Source: an optimization exercise on an open RTL-to-GDS flow (aim: small area). Production flows keep margins and buffers that such runs may drop. Only simulation tests tie the RTL to the original design; equivalence was not proved. Power figures rest on the tool's default switching activity, not on a simulated workload.

== old ==
==> module data_mem_responder, before the edit <==
module data_mem_responder #(
   parameter int unsigned ADDR_BITS   = 5,
   parameter int unsigned WAIT_CYCLES = 2
) (
   input  logic        clk,
   input  logic        rst,
   input  logic        mem_read,
   input  logic        mem_write,
   input  logic [63:0] addr,
   input  logic [63:0] write_data,
   output logic [63:0] read_data,
   output logic        mem_ready,
   output logic        mem_err
);
   localparam int unsigned Words = 1 << ADDR_BITS;
   logic [1:0]           st_q;
   logic                 idle, last_busy, done;
   logic [ADDR_BITS-1:0] idx_q;
   logic                 ld_q, sd_q;      
   logic [63:0]          wdata_q;
   logic [Words-1:0][63:0] mem;
   logic                 addr_ok;
   logic unused_addr;
   assign unused_addr = ^addr[63:ADDR_BITS+3];
   assign idle      = (st_q == 2'd0);
   assign last_busy = (st_q == 2'd2);
   assign done      = (st_q == 2'd3);
   assign addr_ok   = (addr[2:0] == 3'b000);
   always_ff @(posedge clk or posedge rst) begin
      if (rst)                            st_q <= 2'd0;
      else if (!idle || mem_read || mem_write) st_q <= st_q + 2'd1;
   end
   always_ff @(posedge clk) begin
      if (idle) begin
         idx_q   <= addr[ADDR_BITS+2:3];
         ld_q    <= mem_read && !mem_write && addr_ok;
         sd_q    <= mem_write && !mem_read && addr_ok;
         wdata_q <= write_data;
      end
   end
   logic [Words-1:0] dec, wen, wen_n, rsel;
   logic             wr_phase, rd_phase;
   assign wr_phase = last_busy & sd_q;
   assign rd_phase = done & ld_q;
   for (genvar w = 0; w < Words; w++) begin : g_dec
      assign dec[w] = (idx_q == w);
      dmr_and2  u_wen   (.a(wr_phase), .b(dec[w]), .y(wen[w]));
      dmr_nand2 u_wen_n (.a({wr_phase, dec[w]}), .y(wen_n[w]));
      dmr_and2 u_rsel (.a(rd_phase), .b(dec[w]), .y(rsel[w]));
   end
   logic [Words-1:0][63:0] mem_d;
   for (genvar w = 0; w < Words; w++) begin : g_word
      for (genvar b = 0; b < 64; b++) begin : g_cell
         dmr_hold u_hold (.q(mem[w][b]), .we(wen[w]), .we_n(wen_n[w]), .d(wdata_q[b]),
                          .y(mem_d[w][b]));
      end
   end
   always_ff @(posedge clk) mem <= mem_d;
   for (genvar b = 0; b < 64; b++) begin : g_bit
      logic [Words-1:0] col;
      logic [9:0]       grp_n;
      logic             rest;
      for (genvar w = 0; w < Words; w++) begin : g_col
         assign col[w] = mem[w][b];
      end
      for (genvar g = 0; g < 10; g++) begin : g_grp
         dmr_aoi222 u_aoi (.s(rsel[3*g+:3]), .d(col[3*g+:3]), .y_n(grp_n[g]));
      end
      logic [1:0] part;    
      logic       rest_n;  
      dmr_nand4 u_p0 (.a(grp_n[3:0]), .y(part[0]));
      dmr_nand4 u_p1 (.a(grp_n[7:4]), .y(part[1]));
      dmr_nand2 u_p2 (.a(grp_n[9:8]), .y(rest_n));
      dmr_a221o u_p3 (.s(rsel[31:30]), .d(col[31:30]), .c(rest_n), .y(rest));
      dmr_or3   u_or (.a({part, rest}), .y(read_data[b]));
   end
   assign mem_ready = done;
   assign mem_err   = done & ~ld_q & ~sd_q;
endmodule
==> module dmr_hold, before the edit <==
module dmr_hold (
   input  logic q,
   input  logic we,
   input  logic we_n,
   input  logic d,
   output logic y
);
   assign y = (q & we_n) | (we & d);
endmodule
Settings: LEC_CHECK=0, ABC_AREA=0, CAP_MARGIN=20, CORE_MARGIN=2, CORE_UTILIZATION=70, PLACE_DENSITY=0.8, SLEW_MARGIN=20, SYNTH_HIERARCHICAL=1, SYNTH_MINIMUM_KEEP_SIZE=0; clock period 10.0 ns.
standard.sh (not shown) runs the stock make flow with config.mk's settings and CLKGATE_MAP_FILE= SYNTH_SCRIPT=/design/flow/synth_recipe.tcl, a recipe that flattens the netlist after the stock synthesis.
==> flow/flow/run.sh <==
#!/bin/bash
# The standard layout (the standard.sh: unchanged synthesis, floorplan, power grid, placement,
# routing), with these choices passed to ORFS through its own variables:
#  - clock tree synthesis with clkbuf_8 clusters of at most 16 sinks and without dummy loads;
#  - input/output port buffers of the smallest buffer cell.
set -euo pipefail
export CTS_ARGS="-sink_clustering_enable -repair_clock_nets -dont_use_dummy_load -buf_list sky130_fd_sc_hd__clkbuf_8 -sink_clustering_size 16 -sink_clustering_max_diameter 50"
export BUFFER_PORTS_ARGS="-buffer_cell sky130_fd_sc_hd__buf_1"
bash standard.sh > standard.log 2>&1
old: PASS, flow complete, no timing, DRC or antenna violations
### old -> new
--- a/flow/design.v
+++ b/flow/design.v
@@ -15,13 +15,13 @@
    localparam int unsigned Words = 1 << ADDR_BITS;
    logic [1:0]           st_q;
    logic                 idle, last_busy, done;
    logic [ADDR_BITS-1:0] idx_q;
    logic                 ld_q, sd_q;      
    logic [63:0]          wdata_q;
-   logic [Words-1:0][63:0] mem;
+   logic [63:0]          mem [Words];
    logic                 addr_ok;
    logic unused_addr;
    assign unused_addr = ^addr[63:ADDR_BITS+3];
    assign idle      = (st_q == 2'd0);
    assign last_busy = (st_q == 2'd2);
    assign done      = (st_q == 2'd3);
@@ -35,30 +35,25 @@
          idx_q   <= addr[ADDR_BITS+2:3];
          ld_q    <= mem_read && !mem_write && addr_ok;
          sd_q    <= mem_write && !mem_read && addr_ok;
          wdata_q <= write_data;
       end
    end
-   logic [Words-1:0] dec, wen, wen_n, rsel;
+   logic [Words-1:0] dec, wen, rsel;
    logic             wr_phase, rd_phase;
    assign wr_phase = last_busy & sd_q;
    assign rd_phase = done & ld_q;
    for (genvar w = 0; w < Words; w++) begin : g_dec
       assign dec[w] = (idx_q == w);
-      dmr_and2  u_wen   (.a(wr_phase), .b(dec[w]), .y(wen[w]));
-      dmr_nand2 u_wen_n (.a({wr_phase, dec[w]}), .y(wen_n[w]));
+      dmr_and2 u_wen  (.a(wr_phase), .b(dec[w]), .y(wen[w]));
       dmr_and2 u_rsel (.a(rd_phase), .b(dec[w]), .y(rsel[w]));
    end
-   logic [Words-1:0][63:0] mem_d;
-   for (genvar w = 0; w < Words; w++) begin : g_word
-      for (genvar b = 0; b < 64; b++) begin : g_cell
-         dmr_hold u_hold (.q(mem[w][b]), .we(wen[w]), .we_n(wen_n[w]), .d(wdata_q[b]),
-                          .y(mem_d[w][b]));
-      end
+   always_ff @(posedge clk) begin
+      for (int w = 0; w < Words; w++)
+         if (wen[w]) mem[w] <= wdata_q;
    end
-   always_ff @(posedge clk) mem <= mem_d;
    for (genvar b = 0; b < 64; b++) begin : g_bit
       logic [Words-1:0] col;
       logic [9:0]       grp_n;
       logic             rest;
       for (genvar w = 0; w < Words; w++) begin : g_col
          assign col[w] = mem[w][b];
@@ -114,15 +109,6 @@
 module dmr_or3 (
    input  logic [2:0] a,
    output logic       y
 );
    assign y = |a;
 endmodule
-module dmr_hold (
-   input  logic q,
-   input  logic we,
-   input  logic we_n,
-   input  logic d,
-   output logic y
-);
-   assign y = (q & we_n) | (we & d);
-endmodule
[summary]
new vs. old: cell area after layout went up 1.9%; non-filler instance count after layout dropped about 30%; worst setup slack climbed 0.14 ns; number of ordinary and repair buffers in the finished layout dropped 23%; parity-gate share of the synthesized area counting xor and xnor cells has remained practically unchanged.
On layout clock buffer count: between new and old, it ends up lower for old.
When new is measured against old, its full die area turns out about 3.4% higher.
In new the number of global-route vias before repair turned out 19500 lower than in old.
Compared with old, new shows a lower wire length of the first global-routing pass.
Re async set-or-reset flop fraction in the synthesized netlist: no difference whatsoever between old and new.
Clock share of power for new is higher than for old.
In terms of critical path depth, old and new differ only marginally.

==> afterwards: timing with drivers on the ports <==
No port has a modelled driver above. Below, the same layouts with a new extraction and two added sets of constraints.
Step 1, drivers: a clkbuf_16 drives clk and a buf_2 each remaining input, both assumed.
Step 2 adds t to the input delays and takes it off the output delays; t is the mean of the earliest and latest rising clock arrival at the registers after step 1. Input paths then give back, and output paths get back, about the clock's delay inside the block.
Slacks: ideal ports / drivers / drivers and shift; pairs: ideal ports / drivers.
| run | t, ns | setup slack, ns | worst setup path after step 2 | latest minus earliest clock arrival (ns) |
|---|---|---|---|---|
| old | 0.966 | 3.408 / 3.329 / 4.295 | register to output | 0.074 / 0.074 |
| new | 0.924 | 3.551 / 3.478 / 4.402 | register to output | 0.078 / 0.078 |
After both steps every run listed still meets setup and hold.
